Context: an optimization exercise on an open-source flow, tuned for small area, a short achievable clock period and few clock cycles per item. The choices shown serve that exercise and are no tape-out recipe. In this exercise RTL edits were held to simulation tests only and were not proved equivalent to the original. Power is estimated from default activity; no workload was simulated.

==> flow/design.v (excerpt) <==
module ooo_core (
    input  logic       clk,
    input  logic       rst,
    input  logic       in_valid,
    input  logic [2:0] in_op,
    input  logic [2:0] in_dst,
    input  logic [2:0] in_src_a,
    input  logic [2:0] in_src_b,
    input  logic [7:0] in_imm,
    output logic       retire_valid,
    output logic [2:0] retire_dst,
    output logic [7:0] retire_value
);
    logic       x_valid;
    logic       x_ldi;
    logic [2:0] x_dst;
    logic [1:0] x_op;
    logic [7:0] x_sel_a;
    logic [7:0] x_sel_b;
    logic       rst_q;
    logic [7:0] regfile [8];
    logic       ldi;
    logic [7:0] dec_a;
    logic [7:0] dec_b;
    logic [7:0] a;
    logic [7:0] b;
    logic [7:0] sum;
    logic [7:0] result;
    logic [7:0] wen;
    assign ldi = in_op[2];
    for (genvar r = 0; r < 8; r++) begin : g_dec
        assign dec_a[r] = in_src_a == 3'(r);
        assign dec_b[r] = in_src_b == 3'(r);
    end
    always_ff @(posedge clk) begin
        rst_q <= rst;
        x_valid <= in_valid && !rst;
        x_ldi <= ldi && !rst;
        x_dst <= in_dst;
        x_op <= in_op[1:0];
        x_sel_a <= rst ? 8'd0 : ldi ? in_imm : dec_a;
        x_sel_b <= rst ? 8'd0 : dec_b;
    end
    always_comb begin
        a = '0;
        b = '0;
        for (int r = 0; r < 8; r++) begin
            a = a | (regfile[r] & {8{x_sel_a[r]}});
            b = b | (regfile[r] & {8{x_sel_b[r]}});
        end
    end
    logic [7:0] bx;
    logic [7:0] gen;
  ...
Size in the first run: roughly 290 cells after synthesis, roughly 35 I/O pins, about 0.0040 mm² of cells after synthesis.
clock: 8.0 ns
lec_check: 0
abc_area: 1
cap_margin: 20
core_margin: 2
core_utilization: 55
place_density: 0.75
setup_slack_margin: 5
slew_margin: 20
tns_end_percent: 10
standard.sh (not shown) runs the stock make flow with config.mk's settings and CLKGATE_MAP_FILE= SYNTH_SCRIPT=/design/flow/synth_recipe.tcl, a recipe that flattens the netlist after the stock synthesis.
==> flow/flow/run.sh <==
#!/bin/bash
# The standard layout, with three changes:
#  - synthesis maps logic with an area-oriented ABC script (flow/area.abc) and
#    without ORFS's half/full-adder cell mapping; registers are mapped exactly
#    as in the standard synthesis, which runs the same script otherwise;
#  - timing repair aims below the limit the standard settings allow;
#  - ports are buffered with buf_2 cells instead of the cell buffer_ports picks.
# Each step's full log is in orfs/logs; make's own output is in standard_flow.log.
set -euo pipefail
here=$(pwd)
export MY_ABC_SCRIPT=$here/flow/area.abc
bash standard.sh SYNTH_SCRIPT=$here/flow/synth.tcl ADDER_MAP_FILE= SETUP_SLACK_MARGIN=${MARGIN:-6.0} "BUFFER_PORTS_ARGS=-buffer_cell sky130_fd_sc_hd__buf_2" finish > standard_flow.log 2>&1
==> flow/flow/area.abc <==
strash
ifraig
scorr
dc2
strash
&get -n
&dch -f
&nf
&put
topo
stime -c
==> flow/flow/synth.tcl <==
proc synth {args} { yosys synth -nofsm -noshare {*}$args }
# Map logic with the area-oriented ABC script given in MY_ABC_SCRIPT instead of ORFS's
proc abc {args} {
  set i [lsearch -exact $args -script]
  if {$i >= 0} { set args [lreplace $args $i [expr {$i + 1}] -script $::env(MY_ABC_SCRIPT)] }
  yosys abc {*}$args
}
source $::env(SCRIPTS_DIR)/synth.tcl
# left out here: clear keep_hierarchy, flatten, clean up, hide names made inside functions, write 1_2_yosys.v
The first run produced a clean layout.
Testbench counts at the start, summed over its fixed seeds: cycles 4,816, items 4,800.
Next try:
--- a/flow/flow/run.sh
+++ b/flow/flow/run.sh
@@ -10,3 +10,3 @@
 here=$(pwd)
 export MY_ABC_SCRIPT=$here/flow/area.abc
-bash standard.sh SYNTH_SCRIPT=$here/flow/synth.tcl ADDER_MAP_FILE= SETUP_SLACK_MARGIN=${MARGIN:-6.0} "BUFFER_PORTS_ARGS=-buffer_cell sky130_fd_sc_hd__buf_2" finish > standard_flow.log 2>&1
+bash standard.sh SYNTH_SCRIPT=$here/flow/synth.tcl ADDER_MAP_FILE= SETUP_SLACK_MARGIN=${MARGIN:-5.4} "BUFFER_PORTS_ARGS=-buffer_cell sky130_fd_sc_hd__buf_2" finish > standard_flow.log 2>&1
- CORE_UTILIZATION: 55 -> 40
- PLACE_DENSITY: 0.75 -> 0.6
- TNS_END_PERCENT: 10 -> 100
After rerunning: The new run finished clean. Synthesized cell count is unchanged. Sequential power barely changes. Combinational power rose by about a fifth.

========
The RTL this note starts from:
==> flow/design.v <==
package ooo_pkg;
    localparam int DATA_W    = 8;
    localparam int REG_COUNT = 8;
endpackage
`timescale 1ns/1ps
module ooo_core (
    input  logic       clk,
    input  logic       rst,
    input  logic       in_valid,
    input  logic [2:0] in_op,
    input  logic [2:0] in_dst,
    input  logic [2:0] in_src_a,
    input  logic [2:0] in_src_b,
    input  logic [7:0] in_imm,
    output logic       retire_valid,
    output logic [2:0] retire_dst,
    output logic [7:0] retire_value
);
    logic       x_valid;
    logic [2:0] x_dst;
    logic [1:0] x_op;
    logic [7:0] x_a;
    logic [7:0] x_b;
    logic       x_fwd_a;
    logic       x_fwd_b;
    logic [7:0] regfile [8];
    logic       ldi;
    logic [7:0] a;
    logic [7:0] b;
    logic [7:0] sum;
    logic [7:0] result;
    logic [7:0] wdata;
    logic [7:0] wen;
    logic       rst_q;
    logic [7:0] sel_a;
    logic [7:0] sel_b;
    logic [7:0] rd_a;
    logic [7:0] rd_b;
    assign ldi = in_op[2];
    always_comb begin
        rd_a = '0;
        rd_b = '0;
        for (int r = 0; r < 8; r++) begin
            sel_a[r] = !rst_q && in_src_a == 3'(r);
            sel_b[r] = !rst_q && !ldi && in_src_b == 3'(r);
            rd_a = rd_a | (regfile[r] & {8{sel_a[r]}});
            rd_b = rd_b | (regfile[r] & {8{sel_b[r]}});
        end
    end
    always_ff @(posedge clk) begin
        rst_q <= rst;
        x_valid <= in_valid && !rst;
        x_dst <= in_dst;
        x_op <= ldi ? 2'd0 : in_op[1:0];
        x_a <= ldi ? in_imm : rd_a;
        x_b <= rd_b;
        x_fwd_a <= !ldi && x_valid && in_src_a == x_dst;
        x_fwd_b <= !ldi && x_valid && in_src_b == x_dst;
    end
    assign a = x_fwd_a ? retire_value : x_a;
    assign b = x_fwd_b ? retire_value : x_b;
    logic [7:0] bx;
    logic [7:0] pg_p [4];
    logic [7:0] pg_g [4];
    logic       sub;
    logic [7:0] gen;
    assign sub = x_op[0] && !x_op[1];
    assign bx = b ^ {8{sub}};
    assign gen = a & bx;
    always_comb begin
        pg_p[0] = a ^ bx;
        pg_g[0] = gen;
        pg_g[0][0] = gen[0] | (pg_p[0][0] & sub);
        for (int l = 0; l < 3; l++) begin
            for (int i = 0; i < 8; i++) begin
                if (i >= (1 << l)) begin
                    pg_g[l+1][i] = pg_g[l][i] | (pg_p[l][i] & pg_g[l][i-(1<<l)]);
                    pg_p[l+1][i] = pg_p[l][i] & pg_p[l][i-(1<<l)];
                end else begin
                    pg_g[l+1][i] = pg_g[l][i];
                    pg_p[l+1][i] = pg_p[l][i];
                end
            end
        end
        sum[0] = pg_p[0][0] ^ sub;
        for (int i = 1; i < 8; i++) begin
            sum[i] = pg_p[0][i] ^ pg_g[3][i-1];
        end
    end
    always_comb begin
        case (x_op)
            2'd2:    result = gen;
            2'd3:    result = pg_p[0];
            default: result = sum;
        endcase
    end
    assign wdata = rst_q ? 8'd0 : result;
    for (genvar r = 0; r < 8; r++) begin : g_wen
        assign wen[r] = rst_q || (x_valid && x_dst == 3'(r));
    end
    always_ff @(posedge clk) begin
        for (int r = 0; r < 8; r++) begin
            if (wen[r]) begin
                regfile[r] <= wdata;
            end
        end
    end
    always_ff @(posedge clk) begin
        retire_valid <= x_valid && !rst;
        retire_dst <= x_dst;
        retire_value <= result;
    end
endmodule
==> flow/config.mk <==
export PLATFORM = sky130hd
export DESIGN_NAME = ooo_core
export DESIGN_NICKNAME = ooo_core
export VERILOG_FILES = /design/flow/design.v
export SDC_FILE = /design/flow/constraint.sdc
export NUM_CORES = 4
export LEC_CHECK = 0
export ABC_AREA = 1
export CAP_MARGIN = 20
export CORE_MARGIN = 2
export CORE_UTILIZATION = 40
export PLACE_DENSITY = 0.6
export SETUP_SLACK_MARGIN = 5
export SLEW_MARGIN = 20
export TNS_END_PERCENT = 60
==> flow/constraint.sdc <==
create_clock -name core_clock -period 8.0 [get_ports {clk}]
set_input_delay 1.6000 -clock core_clock [delete_from_list [all_inputs] [get_ports {clk}]]
set_output_delay 1.6000 -clock core_clock [all_outputs]
set_load 0.01 [all_outputs]
==> flow/flow/run.sh <==
#!/bin/bash
# The standard layout, with three changes:
#  - synthesis maps logic with an area-oriented ABC script (flow/area.abc) and
#    without ORFS's half/full-adder cell mapping; registers are mapped exactly
#    as in the standard synthesis, which runs the same script otherwise;
#  - timing repair aims below the limit the standard settings allow;
#  - ports are buffered with buf_2 cells instead of the cell buffer_ports picks.
# Each step's full log is in orfs/logs; make's own output is in standard_flow.log.
set -euo pipefail
here=$(pwd)
export MY_ABC_SCRIPT=$here/flow/area.abc
bash standard.sh SYNTH_SCRIPT=$here/flow/synth.tcl ADDER_MAP_FILE= SETUP_SLACK_MARGIN=${MARGIN:-6.0} "BUFFER_PORTS_ARGS=-buffer_cell sky130_fd_sc_hd__buf_2" finish > standard_flow.log 2>&1
Scripts as last shown in full above: flow/flow/area.abc, flow/flow/synth.tcl
The baseline produced a clean layout.
Testbench counts at the start, summed over its fixed seeds: cycles 4,816, items 4,800.
==> next run, changes <==
--- a/flow/flow/run.sh
+++ b/flow/flow/run.sh
@@ -10,3 +10,3 @@
 here=$(pwd)
 export MY_ABC_SCRIPT=$here/flow/area.abc
-bash standard.sh SYNTH_SCRIPT=$here/flow/synth.tcl ADDER_MAP_FILE= SETUP_SLACK_MARGIN=${MARGIN:-6.0} "BUFFER_PORTS_ARGS=-buffer_cell sky130_fd_sc_hd__buf_2" finish > standard_flow.log 2>&1
+bash standard.sh SYNTH_SCRIPT=$here/flow/synth.tcl ADDER_MAP_FILE= SETUP_SLACK_MARGIN=${MARGIN:-5.4} "BUFFER_PORTS_ARGS=-buffer_cell sky130_fd_sc_hd__buf_2" finish > standard_flow.log 2>&1
- TNS_END_PERCENT: 60 -> 100
After rerunning: Wire length is lower slightly. Die area does not change. Via count is lower slightly. Global-route usage is lower by 0.92 points. Design area is lower by a little under a tenth.

## port drivers added, routing unchanged
No port has a modelled driver above. Below, the same layouts with a new extraction and two added sets of constraints. Step 1 sets driving cells, clkbuf_16 on the clock port and buf_2 on the other inputs (assumed; they add their load-dependent delay and slew). Step 2 also shifts input and output timing later by t, the mid clock arrival at the registers, as if the neighbouring blocks saw the same clock. Slacks: ideal / step 1 / step 2; pairs: ideal / step 1.
run | shift t [ns] | setup WS [ns] | slew at the worst register clock pin (ns) | pins driven straight from the clock port
the first run of note 1 | 0.393 | 5.071 / 5.071 / 5.071 | 0.10 / 0.10 | 1
the second run of note 1 | 0.393 | 5.067 / 5.067 / 5.067 | 0.11 / 0.11 | 1
the first run of note 2 | 0.393 | 5.347 / 5.347 / 5.152 | 0.10 / 0.10 | 1
the second run of note 2 | 0.381 | 5.288 / 5.305 / 4.924 | 0.11 / 0.11 | 1
After both steps setup and hold are still met in every run listed. For the second run of note 2, which loses most, drivers alone change the setup slack by +0.017 ns; drivers and shift together by -0.364 ns.
